This design comes from an exercise in tuning for small area, a short achievable clock period and few clock cycles per item on the open sky130 flow, not from production work. At most, simulation tests tie the RTL to the original design; equivalence was not proved. Power and IR drop assume default switching activity.

==> flow/design.v <==
`timescale 1ns / 1ps
module audio_peak_level_meter (
  input  logic        clk,
  input  logic        rst,
  input  logic        cfg_write,
  input  logic [1:0]  cfg_index,
  input  logic [5:0]  cfg_data,
  input  logic        in_valid,
  output logic        in_stall,
  input  logic [7:0]  data_byte,
  input  logic        buffer_end,
  output logic        out_valid,
  input  logic        out_stall,
  output logic [17:0] level_q16,
  output logic [31:0] peak_value
);
  logic [1:0]  szc;
  logic [1:0]  kind;
  logic [2:0]  chl;
  logic        cap;
  logic [1:0]  bpos;
  logic [2:0]  cpos;
  logic [31:0] sh;
  logic        p_sd;    
  logic        p_fd;    
  logic        p_be;    
  logic [31:0] run;
  logic [31:0] bpk;
  logic        bz;
  logic [17:0] lvl;     
  logic        lp;      
  logic        cv_fmt;  
  logic        cv_sh;   
  logic [4:0]  cnt;
  logic        stall;
  logic        accept;
  logic        track;
  logic        fl;
  logic        sample_done;
  logic        frame_done;
  logic [31:0] mag;
  logic [31:0] run_upd;
  logic [31:0] peak;
  logic [17:0] level;
  always_ff @(posedge clk) begin
    if (rst) begin
      szc  <= 2'd2;
      kind <= 2'd0;
      chl  <= 3'd1;
      cap  <= 1'b0;
    end else if (cfg_write) begin
      case (cfg_index)
        2'd0: szc <= (cfg_data == 6'd8)  ? 2'd1 :
                     (cfg_data == 6'd16) ? 2'd2 :
                     (cfg_data == 6'd32) ? 2'd3 : 2'd0;
        2'd1: kind <= cfg_data[1:0];
        2'd2: chl <= (cfg_data[3:0] == 4'd0) ? 3'd0 :
                     cfg_data[3] ? 3'd7 : 3'(cfg_data[2:0] - 3'd1);
        default: cap <= cfg_data[0];
      endcase
    end
  end
  assign stall    = (out_valid && out_stall) || ((cv_fmt || cv_sh || lp) && (p_fd || p_be));
  assign in_stall = stall;
  assign accept   = in_valid && !stall;
  assign track    = cap && (szc != 2'd0);
  assign fl       = (kind == 2'd2) && (szc == 2'd3);
  assign sample_done = (szc == 2'd1) || (szc == 2'd2 && bpos[0]) || (bpos == 2'd3);
  assign frame_done  = (cpos == chl);
  always_ff @(posedge clk) begin
    if (accept) begin
      case (bpos)
        2'd0: sh[7:0]   <= data_byte;
        2'd1: sh[15:8]  <= data_byte;
        2'd2: sh[23:16] <= data_byte;
        default: sh[31:24] <= data_byte;
      endcase
    end
  end
  always_ff @(posedge clk) begin
    if (rst) begin
      bpos <= 2'd0;
      cpos <= 3'd0;
      p_sd <= 1'b0;
      p_fd <= 1'b0;
      p_be <= 1'b0;
    end else if (!stall) begin
      p_sd <= accept && track && sample_done;
      p_fd <= accept && track && sample_done && frame_done;
      p_be <= accept && buffer_end;
      if (accept) begin
        if (buffer_end || szc == 2'd0) begin
          bpos <= 2'd0;
          cpos <= 3'd0;
        end else if (sample_done) begin
          bpos <= 2'd0;
          cpos <= frame_done ? 3'd0 : cpos + 3'd1;
        end else begin
          bpos <= bpos + 2'd1;
        end
      end
    end
  end
  function automatic logic [31:0] cond_neg(input logic [31:0] x,
                                           input logic [1:0] sz,
                                           input logic s);
    logic [31:0] low;   
    logic [31:0] r;
    low = x;
    for (int w = 1; w < 32; w = w * 2)
      for (int i = 0; i < 32; i++)
        if ((i / w) % 2 == 1) low[i] = low[i] | low[(i / w) * w - 1];
    low = {low[30:0], 1'b0};
    for (int i = 0; i < 32; i++) begin
      if (i < 8 || (i < 16 && sz != 2'd1) || sz == 2'd3)
        r[i] = x[i] ^ (s & low[i]);
      else
        r[i] = 1'b0;
    end
    r[8]  = r[8]  | (sz == 2'd1 && s && x[6:0] == 7'd0);
    r[16] = r[16] | (sz == 2'd2 && s && x[14:0] == 15'd0);
    cond_neg = r;
  endfunction
  always_comb begin
    if (fl)
      mag = (sh[30:23] == 8'hff && sh[22:0] != 23'd0) ? 32'd0 : {1'b0, sh[30:0]};
    else if (kind[1])
      mag = 32'd0;
    else
      mag = cond_neg(sh, szc, kind == 2'd0 &&
                     ((szc == 2'd1) ? sh[7] : (szc == 2'd2) ? sh[15] : sh[31]));
    run_upd = (mag > run) ? mag : run;
    peak    = p_fd ? run_upd : (bz ? 32'd0 : bpk);
  end
  always_ff @(posedge clk) begin
    if (rst) begin
      run       <= 32'd0;
      bz        <= 1'b1;
      out_valid <= 1'b0;
      lvl       <= 18'd0;
      lp        <= 1'b0;
      cv_fmt    <= 1'b0;
      cv_sh     <= 1'b0;
    end else begin
      if (!stall) begin
        if (p_be) begin
          run    <= 32'd0;
          bz     <= 1'b1;
          lp     <= !(fl && track);
          cv_fmt <= fl && track;
        end else begin
          if (p_sd) run <= run_upd;
          if (p_fd) bz <= 1'b0;
        end
        if (out_valid) out_valid <= 1'b0;
      end
      if (cv_fmt) begin
        cv_fmt <= 1'b0;
        cv_sh  <= 1'b1;
      end
      if (cv_sh && cnt == 5'd0) begin
        cv_sh <= 1'b0;
        lp    <= 1'b1;
      end
      if (lp) begin
        lp        <= 1'b0;
        out_valid <= 1'b1;
        if (track) lvl <= level;
      end
    end
  end
  always_ff @(posedge clk) begin
    if (cv_fmt) begin
      bpk <= bpk[30] ? 32'hffff_ffff :
             (bpk[29:28] == 2'b11) ? {1'b1, bpk[22:0], 8'd0} : 32'd0;
      cnt <= (!bpk[30] && bpk[29:28] == 2'b11) ? ~bpk[27:23] : 5'd0;
    end else if (cv_sh) begin
      if (cnt != 5'd0) begin
        bpk <= {1'b0, bpk[31:1]};
        cnt <= cnt - 5'd1;
      end
    end else if (!stall) begin
      if (p_be) bpk <= peak;
      else if (p_fd) bpk <= run_upd;
    end
  end
  function automatic logic [17:0] level_of(input logic [31:0] p,
                                           input logic [1:0] sz,
                                           input logic uns);
    logic        z;     
    logic        one;   
    logic        sat;
    logic [15:0] q;
    case ({sz, uns})
      3'b010: begin z = &p[6:0];  sat = p[8];  q = {p[6:0], p[6:0], p[6:5]}; end
      3'b011: begin z = &p[7:0];  sat = 1'b0;  q = {p[7:0], p[7:0]}; end
      3'b100: begin z = &p[14:0]; sat = p[16]; q = {p[14:0], p[14]}; end
      3'b101: begin z = &p[15:0]; sat = 1'b0;  q = p[15:0]; end
      3'b110: begin z = &p[30:0]; sat = p[31] & p[0]; q = p[30:15]; end
      default: begin z = &p[31:0]; sat = 1'b0; q = p[31:16]; end
    endcase
    one = z | (sz == 2'd3 && !uns && p[31]);
    if (sat) level_of = 18'h20000;
    else level_of = {1'b0, one, z ? 16'd0 : q};
  endfunction
  assign level      = level_of(bpk, szc, kind == 2'd1);
  assign level_q16  = lvl;
  assign peak_value = bpk;
endmodule
Settings: LEC_CHECK=0, CAP_MARGIN=20, CORE_MARGIN=2, CORE_UTILIZATION=40, SETUP_SLACK_MARGIN=4, SLEW_MARGIN=20; clock period 9.0 ns.
run.sh (not shown) runs the stock make flow with config.mk's settings and CLKGATE_MAP_FILE= SYNTH_SCRIPT=/design/flow/synth_recipe.tcl, a recipe that flattens the netlist after the stock synthesis.
Testbench counts at the start, summed over its fixed seeds: cycles 44,189, bytes 43,768.
Next try:
--- a/flow/design.v
+++ b/flow/design.v
@@ -28,6 +28,6 @@
   logic [31:0] bpk;
   logic        bz;
-  logic [17:0] lvl;     
-  logic        lp;      
+  logic        act;     
+  logic [17:0] held;    
   logic        cv_fmt;  
   logic        cv_sh;   
@@ -40,4 +40,5 @@
   logic        frame_done;
   logic [31:0] mag;
+  logic        gt;
   logic [31:0] run_upd;
   logic [31:0] peak;
@@ -61,5 +62,5 @@
     end
   end
-  assign stall    = (out_valid && out_stall) || ((cv_fmt || cv_sh || lp) && (p_fd || p_be));
+  assign stall    = (out_valid && out_stall) || ((cv_fmt || cv_sh) && (p_fd || p_be));
   assign in_stall = stall;
   assign accept   = in_valid && !stall;
@@ -122,4 +123,17 @@
     cond_neg = r;
   endfunction
+  function automatic logic greater(input logic [31:0] a, input logic [31:0] b);
+    logic [31:0] g;
+    logic [31:0] e;
+    g = a & ~b;
+    e = ~(a ^ b);
+    for (int w = 1; w < 32; w = w * 2) begin
+      for (int i = 0; i < 32; i = i + 2 * w) begin
+        g[i] = g[i + w] | (e[i + w] & g[i]);
+        e[i] = e[i + w] & e[i];
+      end
+    end
+    greater = g[0];
+  endfunction
   always_comb begin
     if (fl)
@@ -130,5 +144,6 @@
       mag = cond_neg(sh, szc, kind == 2'd0 &&
                      ((szc == 2'd1) ? sh[7] : (szc == 2'd2) ? sh[15] : sh[31]));
-    run_upd = (mag > run) ? mag : run;
+    gt      = greater(mag, run);
+    run_upd = gt ? mag : run;
     peak    = p_fd ? run_upd : (bz ? 32'd0 : bpk);
   end
@@ -138,20 +153,20 @@
       bz        <= 1'b1;
       out_valid <= 1'b0;
-      lvl       <= 18'd0;
-      lp        <= 1'b0;
+      held      <= 18'd0;
       cv_fmt    <= 1'b0;
       cv_sh     <= 1'b0;
     end else begin
       if (!stall) begin
+        if (out_valid && act) held <= level;
         if (p_be) begin
-          run    <= 32'd0;
-          bz     <= 1'b1;
-          lp     <= !(fl && track);
-          cv_fmt <= fl && track;
+          run       <= 32'd0;
+          bz        <= 1'b1;
+          out_valid <= !(fl && track);
+          cv_fmt    <= fl && track;
         end else begin
+          out_valid <= 1'b0;
           if (p_sd) run <= run_upd;
           if (p_fd) bz <= 1'b0;
         end
-        if (out_valid) out_valid <= 1'b0;
       end
       if (cv_fmt) begin
@@ -160,11 +175,6 @@
       end
       if (cv_sh && cnt == 5'd0) begin
-        cv_sh <= 1'b0;
-        lp    <= 1'b1;
-      end
-      if (lp) begin
-        lp        <= 1'b0;
+        cv_sh     <= 1'b0;
         out_valid <= 1'b1;
-        if (track) lvl <= level;
       end
     end
@@ -181,6 +191,10 @@
       end
     end else if (!stall) begin
-      if (p_be) bpk <= peak;
-      else if (p_fd) bpk <= run_upd;
+      if (p_be) begin
+        bpk <= peak;
+        act <= track;
+      end else if (p_fd) begin
+        bpk <= run_upd;
+      end
     end
   end
@@ -205,5 +219,5 @@
   endfunction
   assign level      = level_of(bpk, szc, kind == 2'd1);
-  assign level_q16  = lvl;
+  assign level_q16  = act ? level : held;
   assign peak_value = bpk;
 endmodule
=>
- synthesized cell count rises slightly
- clock skew is about the same
- flip-flop and latch count is unchanged
- routed wire length grows by a few percent
- synthesized area climbs by a few percent
- first-iteration DRC count rose by well over a third
- utilization came out higher by 0.13 points
- clock-buffer cell count goes down by 6
- worst setup slack gets worse by 0.22 ns
- combinational power increases by well over a third
No functional check of the RTL was part of the second run of this note.

separate check: timing with driven ports:
The flow's constraints put no driver on any port. The routed layouts listed below were extracted and timed again, unchanged, in two steps. Step 1 assumes that a clkbuf_16 drives the clock port and a buf_2 every other input. Step 2 times the ports against the registers' clock, not the clock port: input delays grow and output delays shrink by t, the midpoint of the rising clock arrivals with the driver on. a / b / c = ideal ports / drivers / drivers and shift; a / b = the first two.
| run | t (ns) | setup WS [ns] | clock arrival spread, ns |
|---|---|---|---|
| the first run | 0.463 | 4.266 / 4.266 / 4.266 | 0.011 / 0.011 |
| the second run | 0.473 | 4.047 / 4.002 / 4.177 | 0.012 / 0.012 |
After both steps setup and hold are still met in every run listed.
